What follows belongs to an exercise in optimizing a design on an open flow for small area and a short achievable clock period; a production flow would make more cautious choices. In this exercise RTL edits were held to simulation tests only and were not proved equivalent to the original. No activity file was given, so power comes from the tool's default toggle rates.

--- flow/constraint.sdc ---
create_clock -name core_clock -period 6.0 [get_ports {clk}]
set_input_delay 1.2000 -clock core_clock [delete_from_list [all_inputs] [get_ports {clk}]]
set_output_delay 1.2000 -clock core_clock [all_outputs]
set_load 0.01 [all_outputs]
--- flow/design.v ---
package heap_pkg;
	localparam int DATA_W = 16;
	localparam int POS_W = 16;
	typedef logic [DATA_W-1:0] data_t;
	typedef logic [POS_W-1:0] pos_t;
	typedef struct packed {
		logic  valid;
		pos_t  pos;
		data_t data;
	} sift_token_t;
	typedef struct packed {
		logic active;
		pos_t addr;
	} clear_t;
endpackage
`timescale 1ns/1ps
module heap_level_ram #(
	parameter int DEPTH = 1,
	localparam int AW = (DEPTH > 1) ? $clog2(DEPTH) : 1
) (
	input  logic            clk,
	input  logic [AW-1:0]   rd_addr,
	input  logic [AW-1:0]   wr_addr,
	input  logic            wr_en,
	input  heap_pkg::data_t wr_data,
	output heap_pkg::data_t rd_data
);
	heap_pkg::data_t mem [DEPTH];
	always_ff @(posedge clk)
	begin
		if (wr_en)
			mem[wr_addr] <= wr_data;
	end
	always_ff @(posedge clk)
	begin
		rd_data <= mem[rd_addr];
	end
endmodule
`timescale 1ns/1ps
module heap_root #(
	parameter int LEVELS = 6
) (
	input  logic                  clk,
	input  logic                  rst,
	input  logic                  fs,
	input  logic                  rec_en,
	input  heap_pkg::data_t       data_in,
	output heap_pkg::data_t       data_out,
	output logic                  out_valid,
	output logic                  ready,
	output heap_pkg::pos_t        child_addr,
	input  heap_pkg::data_t       child_l,
	input  heap_pkg::data_t       child_r,
	output heap_pkg::sift_token_t token,
	output heap_pkg::clear_t      clear
);
	localparam int CLR_LEN = 1 << (LEVELS - 2);
	logic            fs_s;
	logic            fs_d;
	logic            stb;
	logic            accept;
	logic            in_less;
	logic            ins_q;
	logic            go_right;
	logic            child_wins;
	heap_pkg::data_t root;
	heap_pkg::data_t sample_q;
	heap_pkg::data_t min_child;
	assign stb = fs_s & ~fs_d;
	assign accept = stb & ready;
	assign in_less = data_in < root;
	assign child_addr = '0;
	assign go_right = child_r < child_l;
	assign min_child = go_right ? child_r : child_l;
	assign child_wins = min_child < sample_q;
	always_ff @(posedge clk)
	begin
		if (rst)
		begin
			fs_s <= 1'b0;
			fs_d <= 1'b0;
		end
		else
		begin
			fs_s <= fs;
			fs_d <= fs_s;
		end
	end
	always_ff @(posedge clk)
	begin
		if (rst)
		begin
			clear.active <= 1'b1;
			clear.addr <= '0;
			ready <= 1'b0;
		end
		else if (clear.active)
		begin
			if (clear.addr == heap_pkg::pos_t'(CLR_LEN - 1))
			begin
				clear.active <= 1'b0;
				ready <= 1'b1;
			end
			else
			begin
				clear.addr <= clear.addr + 1'b1;
			end
		end
	end
	always_ff @(posedge clk)
	begin
		if (rst)
		begin
			out_valid <= 1'b0;
			ins_q <= 1'b0;
		end
		else
		begin
			out_valid <= accept;
			ins_q <= accept & rec_en & ~in_less;
		end
	end
	always_ff @(posedge clk)
	begin
		if (accept)
		begin
			data_out <= in_less ? data_in : root;
			sample_q <= data_in;
		end
	end
	always_ff @(posedge clk)
	begin
		if (clear.active)
			root <= '0;
		else if (ins_q)
			root <= child_wins ? min_child : sample_q;
	end
	always_ff @(posedge clk)
	begin
		if (rst)
			token.valid <= 1'b0;
		else
			token.valid <= ins_q & child_wins;
		token.pos <= heap_pkg::pos_t'(go_right);
		token.data <= sample_q;
	end
endmodule
`timescale 1ns/1ps
module sift_stage #(
	parameter int LEVELS = 6,
	parameter int LEVEL = 1
) (
	input  logic                  clk,
	input  logic                  rst,
	input  heap_pkg::sift_token_t token_in,
	output heap_pkg::sift_token_t token_out,
	input  heap_pkg::clear_t      clear,
	output heap_pkg::pos_t        wr_addr,
	output logic                  wr_en_l,
	output logic                  wr_en_r,
	output heap_pkg::data_t       wr_data,
	output heap_pkg::pos_t        child_addr,
	input  heap_pkg::data_t       child_l,
	input  heap_pkg::data_t       child_r
);
	localparam int SIZE = 1 << (LEVEL - 1);
	localparam bit LAST = (LEVEL == LEVELS - 1);
	heap_pkg::sift_token_t tok_q;
	heap_pkg::data_t       min_child;
	logic                  go_right;
	logic                  child_wins;
	assign child_addr = token_in.pos;
	always_ff @(posedge clk)
	begin
		if (rst)
			tok_q.valid <= 1'b0;
		else
			tok_q.valid <= token_in.valid;
		tok_q.pos <= token_in.pos;
		tok_q.data <= token_in.data;
	end
	assign go_right = child_r < child_l;
	assign min_child = go_right ? child_r : child_l;
	assign child_wins = !LAST && (min_child < tok_q.data);
	always_comb
	begin
		if (clear.active)
		begin
			wr_addr = clear.addr & heap_pkg::pos_t'(SIZE - 1);
			wr_en_l = 1'b1;
			wr_en_r = 1'b1;
			wr_data = '0;
		end
		else
		begin
			wr_addr = tok_q.pos >> 1;
			wr_en_l = tok_q.valid & ~tok_q.pos[0];
			wr_en_r = tok_q.valid & tok_q.pos[0];
			wr_data = child_wins ? min_child : tok_q.data;
		end
	end
	always_ff @(posedge clk)
	begin
		if (rst)
			token_out.valid <= 1'b0;
		else
			token_out.valid <= tok_q.valid & child_wins;
		token_out.pos <= {tok_q.pos[heap_pkg::POS_W-2:0], go_right};
		token_out.data <= tok_q.data;
	end
endmodule
`timescale 1ns/1ps
module streaming_heap #(
	parameter int LEVELS = 8
) (
	input  logic            clk,
	input  logic            rst,
	input  logic            fs,
	input  logic            rec_en,
	input  heap_pkg::data_t data_in,
	output heap_pkg::data_t data_out,
	output logic            out_valid,
	output logic            ready
);
	localparam int TW = 1 + heap_pkg::POS_W + heap_pkg::DATA_W;
	localparam int PW = heap_pkg::POS_W;
	localparam int DW = heap_pkg::DATA_W;
	logic [LEVELS*TW-1:0]  tok;
	logic [LEVELS*PW-1:0]  rd_addr;
	logic [LEVELS*DW-1:0]  rd_l;
	logic [LEVELS*DW-1:0]  rd_r;
	logic [LEVELS*PW-1:0]  wr_addr;
	logic [LEVELS-1:0]     wr_en_l;
	logic [LEVELS-1:0]     wr_en_r;
	logic [LEVELS*DW-1:0]  wr_data;
	heap_pkg::clear_t      clear;
	heap_root #(
		.LEVELS(LEVELS)
	) u_root (
		.clk       (clk),
		.rst       (rst),
		.fs        (fs),
		.rec_en    (rec_en),
		.data_in   (data_in),
		.data_out  (data_out),
		.out_valid (out_valid),
		.ready     (ready),
		.child_addr(rd_addr[(0)*PW +: PW]),
		.child_l   (rd_l[(0)*DW +: DW]),
		.child_r   (rd_r[(0)*DW +: DW]),
		.token     (tok[(0)*TW +: TW]),
		.clear     (clear)
	);
	for (genvar k = 1; k < LEVELS; k++)
	begin : g_level
		localparam int DEPTH = 1 << (k - 1);
		localparam int AW = (DEPTH > 1) ? $clog2(DEPTH) : 1;
		heap_level_ram #(.DEPTH(DEPTH)) u_ram_l (
			.clk    (clk),
			.rd_addr(rd_addr[(k-1)*PW +: AW]),
			.wr_addr(wr_addr[(k)*PW +: AW]),
			.wr_en  (wr_en_l[k]),
			.wr_data(wr_data[(k)*DW +: DW]),
			.rd_data(rd_l[(k-1)*DW +: DW])
		);
		heap_level_ram #(.DEPTH(DEPTH)) u_ram_r (
			.clk    (clk),
			.rd_addr(rd_addr[(k-1)*PW +: AW]),
			.wr_addr(wr_addr[(k)*PW +: AW]),
			.wr_en  (wr_en_r[k]),
			.wr_data(wr_data[(k)*DW +: DW]),
			.rd_data(rd_r[(k-1)*DW +: DW])
		);
		sift_stage #(
			.LEVELS(LEVELS),
			.LEVEL (k)
		) u_stage (
			.clk       (clk),
			.rst       (rst),
			.token_in  (tok[(k-1)*TW +: TW]),
			.token_out (tok[(k)*TW +: TW]),
			.clear     (clear),
			.wr_addr   (wr_addr[(k)*PW +: PW]),
			.wr_en_l   (wr_en_l[k]),
			.wr_en_r   (wr_en_r[k]),
			.wr_data   (wr_data[(k)*DW +: DW]),
			.child_addr(rd_addr[(k)*PW +: PW]),
			.child_l   (rd_l[(k)*DW +: DW]),
			.child_r   (rd_r[(k)*DW +: DW])
		);
		if (k == LEVELS - 1)
		begin : g_leaf
			assign rd_l[(k)*DW +: DW] = '0;
			assign rd_r[(k)*DW +: DW] = '0;
		end
	end
endmodule
--- flow/run.sh ---
#!/bin/bash
# synth_recipe.tcl (not shown) runs the flow's synth.tcl, then flattens the netlist and writes it again
# the make line also repeats each setting of config.mk as NAME=value (left out here)
make -C /OpenROAD-flow-scripts/flow DESIGN_CONFIG=/design/flow/config.mk WORK_HOME=/design/flow/orfs CLKGATE_MAP_FILE= SYNTH_SCRIPT=/design/flow/synth_recipe.tcl finish
--- flow/config.mk ---
export PLATFORM = sky130hd
export DESIGN_NAME = streaming_heap
export DESIGN_NICKNAME = streaming_heap
export VERILOG_FILES = /design/flow/design.v
export SDC_FILE = /design/flow/constraint.sdc
export NUM_CORES = 4
export LEC_CHECK = 0
export CAP_MARGIN = 20
export CORE_MARGIN = 2
export CORE_UTILIZATION = 40
export SLEW_MARGIN = 20
==> summary.txt <==
outcome=finished clean; first-pass GRT wire length=614000 um; r2r startpoint=g_level[5].u_ram_l.rd_data[13]; IR drop worst, VDD=352 uV; # clock sinks=~4700; DRT Wirelength=between 400000 and 500000 um; number of fill cells=between 30000 and 40000; share of layout cells above drive strength 1=a little under 30%; RSZ-0062 raised after global routing=no; H-tree depth=5; asr flop ratio synth=0%; # IOs=38; met3 Usage GRT=~3.0%; die area=0.447 mm^2; PostCTS Resize Cnt=0; initial antenna violation count=34; Initial DRC Count=between 9000 and 10000; Root Driver=clkbuf_16; vias in the first global route=85600; Worst-path clk slew=0.06 ns; wire per inst=28.3 um; Final nets=roughly 9000; routed vias/inst=5.57; number of hold violations in the final report=0; Max Freq=181 MHz; Max Fanout on Critical Path=16; setup tns final=0 ns; count of final setup violators=0; postcts setup bufs=0; PD cells=389 mW/mm^2; CTS Buffer Depth=4; Clock Skew=0.124 ns; Max Cap Violations=0; routed vias=around 84000; Req. time, crit path=about 6.6 ns; Post-synth EDFFs=4096; post-synth cell types=a little under 80; detailed-placement wirelength estimate=254000 um; worst slack, placed=between 0.5 and 0.6 ns; part of the Yosys area used for sequential elements=between 70% and 80%; register bit total from synthesis=4652; fin crit period=5.53 ns; Core Rows=244; final max-slew violation count=0; largest net degree at the start of global routing=134; Hold Crit Class=reg -> reg; Max-Slew Margin vs Limit=27.0%; Reg area=0.134 mm^2; later-pin clock latency in the skew report=1.03 ns; GRT busiest layer=met2; Post-DRT Antenna Nets=0; synthesized cell area=0.177 mm^2; worst r2r path cells=18; Post-Syn Nets=between 8000 and 9000; core area=0.441 mm^2; Initial Utilization=between 40% and 50%; synthesis-to-layout area growth=14.5%; Synth area leaders=edfxtp_1 70%, mux4_2 16%, dfxtp_1 6.3%, ha_1 1.6%, mux2_2 0.96%; area leader, netlist=edfxtp_1; Layout Cells excl Fill=15100; I/O Buffers=37; placed cells=14200; hold_buf cts=0; Crit Reg-Reg Endpoint=g_level[4].u_ram_r.mem[1][10]; Worst-Margin Slew=roughly 1.1 ns; # DRC=0; crit path launch type=flop; Critical Path Sink=g_level[4].u_ram_r.mem[1][10]; share of the synthesized area in the top cell type=a little over two thirds; ys flop type=edfxtp_1; final worst slack=0.469 ns; DIE HEIGHT=around 670 um; M1 GR Usage=between 20% and 30%; Syn Area/Cell=21.4 um^2; grt total ovfl=0; Setup crit start=g_level[5].u_ram_l.rd_data[13]; Power Total=78700 uW; GPL Wtd Cong=0.825; Mapped Cells=8245; WP data arrival=a little over 6 ns; worst reg-to-reg setup slack=0.47 ns; total track usage=18.8%; drt first pass iters=6; LEAKAGE=0.0600 uW; TritonCTS buffer count=462; Syn. warnings=15; ratio of final minimum period to clock period=92.2%; CP Class=reg -> reg; area of the multi-input gates=0.0408 mm^2; CTS tree=done; CP endpoint kind=flop; M2 GR Usage=a little under a third; Die W=669 um
## layout make-up
class | instances | share of cell area [%]
clock inverter | 276 | 1.31
tap | 5904 | 3.65
clock buffer | 590 | 6.25
timing repair buffer | 437 | 1.84
multi-input combinational | 2947 | 20.2
sequential | 4652 | 66.3
antenna | 10 | 0.0124
inverter | 259 | 0.481
## metrics by stage
step | cell area [um^2] | utilization (%) | hold WS (ns)
6_report | 202000 | 45.9 | 0.287
5_1_grt | 202000 | 45.9 | 0.279
4_1_cts | 202000 | 45.9 | 0.265
3_5_place_dp | 187000 | 42.4 | 0.312
3_3_place_gp | 187000 | 42.4 | 0.311
2_1_floorplan | 177000 | - | 0.310
## per-layer routing
metal | part of all wire (%) | wire length [um] | vias to the layer above
li1 | - | - | 35100
met1 | 42 | 181000 | 45300
met2 | 48 | 204000 | 2923
met3 | 6.8 | 29200 | 668
met4 | 3.0 | 12700 | 0
met5 | 0 | 0 | -
## Yosys cell counts, drive strengths merged, types with 32 or more instances
| cell | instances |
|---|---|
| buf | 148 |
| clkbuf | 239 |
| nor2 | 331 |
| dfxtp | 556 |
| mux4 | 1246 |
| a21oi | 54 |
| a211oi | 42 |
| o21ai | 153 |
| ha | 226 |
| nand3 | 52 |
| mux2i | 37 |
| nor3 | 32 |
| nand4 | 61 |
| edfxtp | 4096 |
| a21o | 50 |
| nand2 | 185 |
| nor2b | 44 |
| inv | 258 |
| mux2 | 164 |
## how the worst min path moves through the flow
stage	slack [ns]	from	to	depth (start not counted)
floorplan	0.31	u_root.token[0]	g_level[1].u_stage.tok_q[0]	0
global route	0.28	g_level[4].u_stage.tok_q[16]	g_level[4].u_stage.token_out[17]	0
finish	0.29	g_level[4].u_stage.tok_q[16]	g_level[4].u_stage.token_out[17]	0
global placement	0.31	g_level[6].u_stage.token_out[16]	g_level[7].u_stage.tok_q[16]	0
CTS	0.26	g_level[4].u_stage.tok_q[16]	g_level[4].u_stage.token_out[17]	0
detailed placement	0.31	g_level[2].u_stage.token_out[15]	g_level[3].u_stage.tok_q[15]	0
## critical path: stages, from the launching register on
cell and delay (ns):
dfxtp_1 0.35, inv_1 0.06, ha_1 0.28, a21o_1 0.16, a211o_1 0.33, a211o_1 0.28, a21oi_1 0.18, nor2_1 0.19
buf_4 0.25, mux2_1 0.36, ha_1 0.30, a21o_1 0.16, a21o_1 0.16, a21o_1 0.18, a21o_1 0.18, a211oi_1 0.24
o21ai_1 0.11, or2_1 0.53, a211oi_2 0.88
## cells by family (layout without fill, tap and decap cells)
kind of cell | after synthesis | in the layout | synth area share [%]
DFF | 4652 | 4652 | 75.9
and+or+nand+nor | 779 | 779 | 1.99
AOI/OAI and AO/OA | 481 | 481 | 1.91
xor gates and xnor gates | 14 | 14 | 0.0693
muxes | 1447 | 1447 | 17.1
other | 0 | 10 | 0
adders and majority gates | 226 | 226 | 1.60
buffers and inverters | 646 | 1562 | 1.44
## flip-flops by register name (all words and copies together), names as in the netlist
register	count
g_level.u_ram_r.rd_data	112
u_root.clear	17
u_root.ins_q	1
u_root.out_valid	1
u_root.ready	1
u_root.sample_q	16
u_root.root	16
u_root.fs_d	1
g_level.u_stage.token_out	129
g_level.u_ram_l.rd_data	112
g_level.u_stage.tok_q	147
g_level.u_ram_r.mem	2032
u_root.data_out	16
g_level.u_ram_l.mem	2032
u_root.token	18
u_root.fs_s	1
## report_power, final
group	total [uW]	switching, uW	internal (uW)
Clock	28900	12400	16500
Combinational	13200	7130	6080
Sequential	36600	942	35700
Total	78700	20400	58300
## cell usage in the layout (no fill, tap or decap), types with 84 or more instances in the layout
cell type and n:
edfxtp_1 4096, inv_1 257, o21ai_0 134, nand2_1 181, dfxtp_1 536, clkbuf_16 477
mux4_2 1246, nor2_1 299, ha_1 226, clkinv_2 120, buf_4 371, clkbuf_1 84
mux2_2 151

[afterwards: timing with drivers on the ports]
Ports are ideal in the flow. The routed layout listed here was re-timed in OpenROAD.
Step 1 sets driving cells, clkbuf_16 on the clock port and buf_2 on the other inputs (assumed; they add their load-dependent delay and slew).
Step 2 also shifts input and output timing later by t, the mid clock arrival at the registers, as if the neighbouring blocks saw the same clock.
a / b / c = no drivers / after step 1 / after step 2; a / b = the first two.
t, ns: 1.081
slack for setup (ns): 0.469 / 0.469 / 0.469
clock arrival spread, ns: 0.129 / 0.129
worst slew at a driven data input, ns: 0.18
After both steps this run still meets setup and hold. The setup slack of this run moves by 0.000 ns with the drivers and by 0.000 ns with both steps.
